Context: an optimization exercise on an open-source flow, tuned for small area and a short achievable clock period. The choices shown serve that exercise and are no tape-out recipe. Where RTL was checked, it was by simulation tests only, not by an equivalence proof against the original. Power and IR drop assume default switching activity.

==> inputs of v18 <==
Design barrett_top, start of the top module:
module barrett_top (
  input  logic        clk_i,
  input  logic        rst_ni,
  input  logic        cfg_we_i,
  input  logic [47:0] cfg_i,         
  input  logic        in_valid_i,
  input  logic [35:0] in_i,          
  output logic        out_valid_o,
  output logic [19:0] out_o          
);
export LEC_CHECK = 0
export CAP_MARGIN = 20
export CORE_MARGIN = 2
export CORE_UTILIZATION = 65
export CTS_BUF_LIST = sky130_fd_sc_hd__clkbuf_8
export CTS_CLUSTER_DIAMETER = 45
export CTS_CLUSTER_SIZE = 20
export PLACE_DENSITY = 0.75
export SETUP_SLACK_MARGIN = 4.2
export SLEW_MARGIN = 20
create_clock -name core_clock -period 7.0 [get_ports {clk_i}]
standard.sh (not shown) runs the stock make flow with config.mk's settings and CLKGATE_MAP_FILE= SYNTH_SCRIPT=/design/flow/synth_recipe.tcl, a recipe that flattens the netlist after the stock synthesis.
==> flow/flow/run.sh <==
#!/bin/bash
# The standard layout, with plain buf_1 cells (not clkdlybuf4s50_1) as the
# port buffers that ORFS inserts before global placement. make's full output
# goes to standard.log; each ORFS step also keeps its own log under orfs/logs.
set -euo pipefail
export BUFFER_PORTS_ARGS="-buffer_cell sky130_fd_sc_hd__buf_1"
bash standard.sh > standard.log 2>&1
==> v24: changes against v18 <==
--- a/flow/config.mk
+++ b/flow/config.mk
@@ -13,4 +13,4 @@
 export CTS_CLUSTER_SIZE = 20
 export PLACE_DENSITY = 0.75
-export SETUP_SLACK_MARGIN = 4.2
+export SETUP_SLACK_MARGIN = 4.3
 export SLEW_MARGIN = 20
==> v29: changes against v18 <==
--- a/flow/config.mk
+++ b/flow/config.mk
@@ -10,7 +10,8 @@
 export CORE_UTILIZATION = 65
 export CTS_BUF_LIST = sky130_fd_sc_hd__clkbuf_8
-export CTS_CLUSTER_DIAMETER = 45
-export CTS_CLUSTER_SIZE = 20
-export PLACE_DENSITY = 0.75
-export SETUP_SLACK_MARGIN = 4.2
+export CTS_CLUSTER_DIAMETER = 50
+export CTS_CLUSTER_SIZE = 24
+export PLACE_DENSITY = 0.65
+export SETUP_SLACK_MARGIN = 4.1
 export SLEW_MARGIN = 20
+export TNS_END_PERCENT = 100
==> qor summary <==
item	v29	v24	v18
Result of the run	complete, no violations	complete, no violations	complete, no violations
Slew @ Worst Pin	1.05 ns	1.03 ns	1.05 ns
Worst reg2reg setup slack	4.17 ns	4.18 ns	4.21 ns
Resize count post-CTS	20	67	41
Worst slack after detailed placement	3.07 ns	3.21 ns	3.08 ns
Level count of the clock H-tree	1	2	2
R2r startpoint	barrett_cfg_i.q_o[11]	barrett_reduce_i.s4_cols_1697_q	barrett_cfg_i.q_o[12]
Post-detailed-route wirelength per cell	19.5 µm	20.5 µm	19.5 µm
Gr usage total	0.297	0.311	0.304
Area growth from synthesis to layout	9.50%	17.3%	13.2%
Share of layout cells above drive strength 1	0.0981	0.183	0.138
Via count of the first global-routing pass	13,500	14,500	13,700
Clock skew	0.0425 ns	0.0414 ns	0.0376 ns
Buf+Inv Stages, Crit Path	2	0	2
Final Non-Filler Cells	2,420	2,499	2,469
Relative contribution of the clock network to total power	0.107	0.113	0.118
Destination of the worst hold path	barrett_reduce_i.s3_xl_1201_q	barrett_reduce_i.s3_xl_1200_q	barrett_reduce_i.s3_xl_1194_q
Proportion of cell area occupied by multi-input gates	0.538	0.529	0.531


==> inputs of branch xenon <==
barrett_top, a different RTL version from the one above (not shown whole).
==> module barrett_cfg, before the edit <==
module barrett_cfg (
  input  logic        clk_i,
  input  logic        cfg_we_i,
  input  logic [15:0] q_i,
  input  logic [31:0] mu_i,
  output logic [3:0]  s_o,
  output logic [15:0] q_o,
  output logic [8:0]  m1_one_o,
  output logic [8:0]  m1_two_o,
  output logic [7:0]  m1_neg_o,
  output logic [8:0]  m2_one_o,
  output logic [7:0]  m2_two_o,
  output logic [7:0]  m2_neg_o
);
  logic [3:0]  s_calc;
  logic [18:0] mb;    
  logic [18:0] qb;    
  logic [8:0]  m1_one, m1_two, m1_neg, m2_one, m2_two;
  logic       z8, z4h, z4l;
  logic [3:0] t;    
  logic [7:0] u;    
  assign z8  = ~|q_i[15:8];
  assign z4h = ~|q_i[15:12];
  assign z4l = ~|q_i[7:4];
  always_comb begin
    for (int i = 0; i < 4; i++) t[i] = ~|q_i[4*i+3 -: 2];
    for (int i = 0; i < 8; i++) u[i] = ~q_i[2*i+1];
  end
  assign s_calc[3] = z8;
  assign s_calc[2] = z8 ? z4l : z4h;
  assign s_calc[1] = z8 ? (z4l ? t[0] : t[1]) : (z4h ? t[2] : t[3]);
  assign s_calc[0] = z8 ? (z4l ? (t[0] ? u[0] : u[1]) : (t[1] ? u[2] : u[3]))
                        : (z4h ? (t[2] ? u[4] : u[5]) : (t[3] ? u[6] : u[7]));
  assign mb = {1'b0, (mu_i[17] ? 17'h1ffff : mu_i[16:0]), 1'b0};
  assign qb = {2'b00, q_o, 1'b0};
  always_comb begin
    for (int i = 0; i < 9; i++) begin
      m1_one[i] = mb[2*i+1] ^ mb[2*i];
      m1_two[i] = (mb[2*i+2] & ~mb[2*i+1] & ~mb[2*i])
                | (~mb[2*i+2] & mb[2*i+1] & mb[2*i]);
      m1_neg[i] = mb[2*i+2];
      m2_one[i] = qb[2*i+1] ^ qb[2*i];
      m2_two[i] = (qb[2*i+2] & ~qb[2*i+1] & ~qb[2*i])
                | (~qb[2*i+2] & qb[2*i+1] & qb[2*i]);
    end
  end
  always_ff @(posedge clk_i) begin
    if (cfg_we_i) begin
      s_o      <= s_calc;
      q_o      <= q_i;
      m1_one_o <= m1_one;
      m1_two_o <= m1_two;
      m1_neg_o <= m1_neg[7:0];
    end
  end
  always_ff @(posedge clk_i) begin
    m2_one_o <= m2_one;
    m2_two_o <= m2_two[7:0];
  end
  always_comb begin
    for (int i = 0; i < 8; i++) m2_neg_o[i] = ~q_o[2*i+1];
  end
endmodule
export LEC_CHECK = 0
export CAP_MARGIN = 20
export CORE_MARGIN = 2
export CORE_UTILIZATION = 65
export CTS_BUF_LIST = sky130_fd_sc_hd__clkbuf_16
export CTS_CLUSTER_DIAMETER = 60
export CTS_CLUSTER_SIZE = 30
export PLACE_DENSITY = 0.75
export SETUP_SLACK_MARGIN = 4.1
export SLEW_MARGIN = 20
create_clock -name core_clock -period 7.0 [get_ports {clk_i}]
Scripts as last shown in full above: flow/flow/run.sh
==> branch amber: changes against branch xenon <==
--- a/flow/design.v
+++ b/flow/design.v
@@ -58,7 +58,7 @@
   logic [3:0]  s_calc;
   logic [18:0] mb;    
   logic [18:0] qb;    
-  logic [8:0]  m1_one, m1_two, m1_neg, m2_one, m2_two;
+  logic [8:0]  m1_one, m1_two, m1_neg, m2_one, m2_two, m2_neg;
   logic       z8, z4h, z4l;
   logic [3:0] t;    
   logic [7:0] u;    
@@ -75,7 +75,7 @@
   assign s_calc[0] = z8 ? (z4l ? (t[0] ? u[0] : u[1]) : (t[1] ? u[2] : u[3]))
                         : (z4h ? (t[2] ? u[4] : u[5]) : (t[3] ? u[6] : u[7]));
   assign mb = {1'b0, (mu_i[17] ? 17'h1ffff : mu_i[16:0]), 1'b0};
-  assign qb = {2'b00, q_o, 1'b0};
+  assign qb = {2'b00, q_i, 1'b0};
   always_comb begin
     for (int i = 0; i < 9; i++) begin
       m1_one[i] = mb[2*i+1] ^ mb[2*i];
@@ -85,6 +85,7 @@
       m2_one[i] = qb[2*i+1] ^ qb[2*i];
       m2_two[i] = (qb[2*i+2] & ~qb[2*i+1] & ~qb[2*i])
                 | (~qb[2*i+2] & qb[2*i+1] & qb[2*i]);
+      m2_neg[i] = ~qb[2*i+2];   
     end
   end
   always_ff @(posedge clk_i) begin
@@ -94,15 +95,11 @@
       m1_one_o <= m1_one;
       m1_two_o <= m1_two;
       m1_neg_o <= m1_neg[7:0];
+      m2_one_o <= m2_one;
+      m2_two_o <= m2_two[7:0];
+      m2_neg_o <= m2_neg[7:0];
     end
   end
-  always_ff @(posedge clk_i) begin
-    m2_one_o <= m2_one;
-    m2_two_o <= m2_two[7:0];
-  end
-  always_comb begin
-    for (int i = 0; i < 8; i++) m2_neg_o[i] = ~q_o[2*i+1];
-  end
 endmodule
 `default_nettype wire
 `default_nettype none
==> flow/run.sh (new file) <==
#!/bin/bash
# synth_recipe.tcl (not shown) runs the flow's synth.tcl, then flattens the netlist and writes it again
# the make line also repeats each setting of config.mk as NAME=value (left out here)
make -C /OpenROAD-flow-scripts/flow DESIGN_CONFIG=/design/flow/config.mk WORK_HOME=/design/flow/orfs CLKGATE_MAP_FILE= SYNTH_SCRIPT=/design/flow/synth_recipe.tcl finish
Settings changed: CORE_UTILIZATION 65 to 40, CTS_BUF_LIST sky130_fd_sc_hd__clkbuf_16 to not set, CTS_CLUSTER_DIAMETER 60 to not set, CTS_CLUSTER_SIZE 30 to not set, PLACE_DENSITY 0.75 to not set, SETUP_SLACK_MARGIN 4.1 to 4.0.
removed: flow/flow/run.sh
removed: flow/standard.sh
==> branch cedar: changes against branch xenon <==
Settings changed: CTS_BUF_LIST sky130_fd_sc_hd__clkbuf_16 to sky130_fd_sc_hd__clkbuf_8, CTS_CLUSTER_DIAMETER 60 to 45, CTS_CLUSTER_SIZE 30 to 20.
==> summary.txt <==
quantity	branch cedar	branch xenon	branch amber
Total power consumption of the routed design	12700 µW	13100 µW	12800 µW
Repair and plain buffers	172	178	137
Sum of net half-perimeters after detailed placement	32900 µm	32900 µm	34900 µm
Count of multi-input combinational gates	1192	1193	1211
Post-CTS setup buffers	48	49	16
Post-Syn Instances	1868	1868	1900
Status	timing/DRC/antenna clean	timing/DRC/antenna clean	timing/DRC/antenna clean
Post-synthesis sequential element count	329	329	335
Final worst slack	4.03 ns	4.03 ns	3.85 ns
Final min period	2.97 ns	2.97 ns	3.15 ns
Dpl cell area	20200 µm²	20200 µm²	21700 µm²
Pre-CTS worst setup slack	2.89 ns	2.89 ns	3.23 ns
Final period util	0.424	0.424	0.450
Met3 layer usage reported by global route	0.0635	0.0524	0.0285
Combined area of all synthesized cells	19700 µm²	19700 µm²	20300 µm²
Antenna violations before repair	1	0	0
Final sequential cell count	329	329	335
Number of levels the H-tree was split into	2	1	2
FF/Latch Area	7110 µm²	7110 µm²	7440 µm²
Only the layout flow was run in branch amber; the RTL was not checked for function there.

==> static timing again, ports no longer ideal <==
How much do the figures lean on ideal ports? The routed layouts below were timed once more, with nothing changed but the port constraints. Step 1 assumes that a clkbuf_16 drives the clock port and a buf_2 every other input. Step 2 adds t to the input delays and takes it off the output delays; t is the mean of the earliest and latest rising clock arrival at the registers after step 1. Input paths then give back, and output paths get back, about the clock's delay inside the block. Three values: no drivers, after step 1, after step 2; two values: the first two.
run | shift t [ns] | setup slack, ns | worst hold slack (ns) | clock arrival spread, ns | cell pins on the clock port's net
v18 | 0.645 | 4.213 / 4.213 / 4.201 | 0.321 / 0.321 / 0.321 | 0.041 / 0.041 | 1
v24 | 0.629 | 4.181 / 4.181 / 4.040 | 0.326 / 0.326 / 0.326 | 0.043 / 0.043 | 1
v29 | 0.661 | 4.174 / 4.174 / 4.174 | 0.323 / 0.323 / 0.323 | 0.049 / 0.048 | 1
branch xenon | 0.611 | 4.034 / 4.034 / 4.034 | 0.322 / 0.322 / 0.322 | 0.044 / 0.044 | 1
branch amber | 0.619 | 3.847 / 3.847 / 3.520 | 0.323 / 0.323 / 0.323 | 0.039 / 0.039 | 1
branch cedar | 0.589 | 4.032 / 4.032 / 4.032 | 0.331 / 0.331 / 0.331 | 0.045 / 0.045 | 1
After both steps every run listed still meets setup and hold. For branch amber, which loses most, drivers alone change the setup slack by 0.000 ns; drivers and shift together by -0.327 ns.
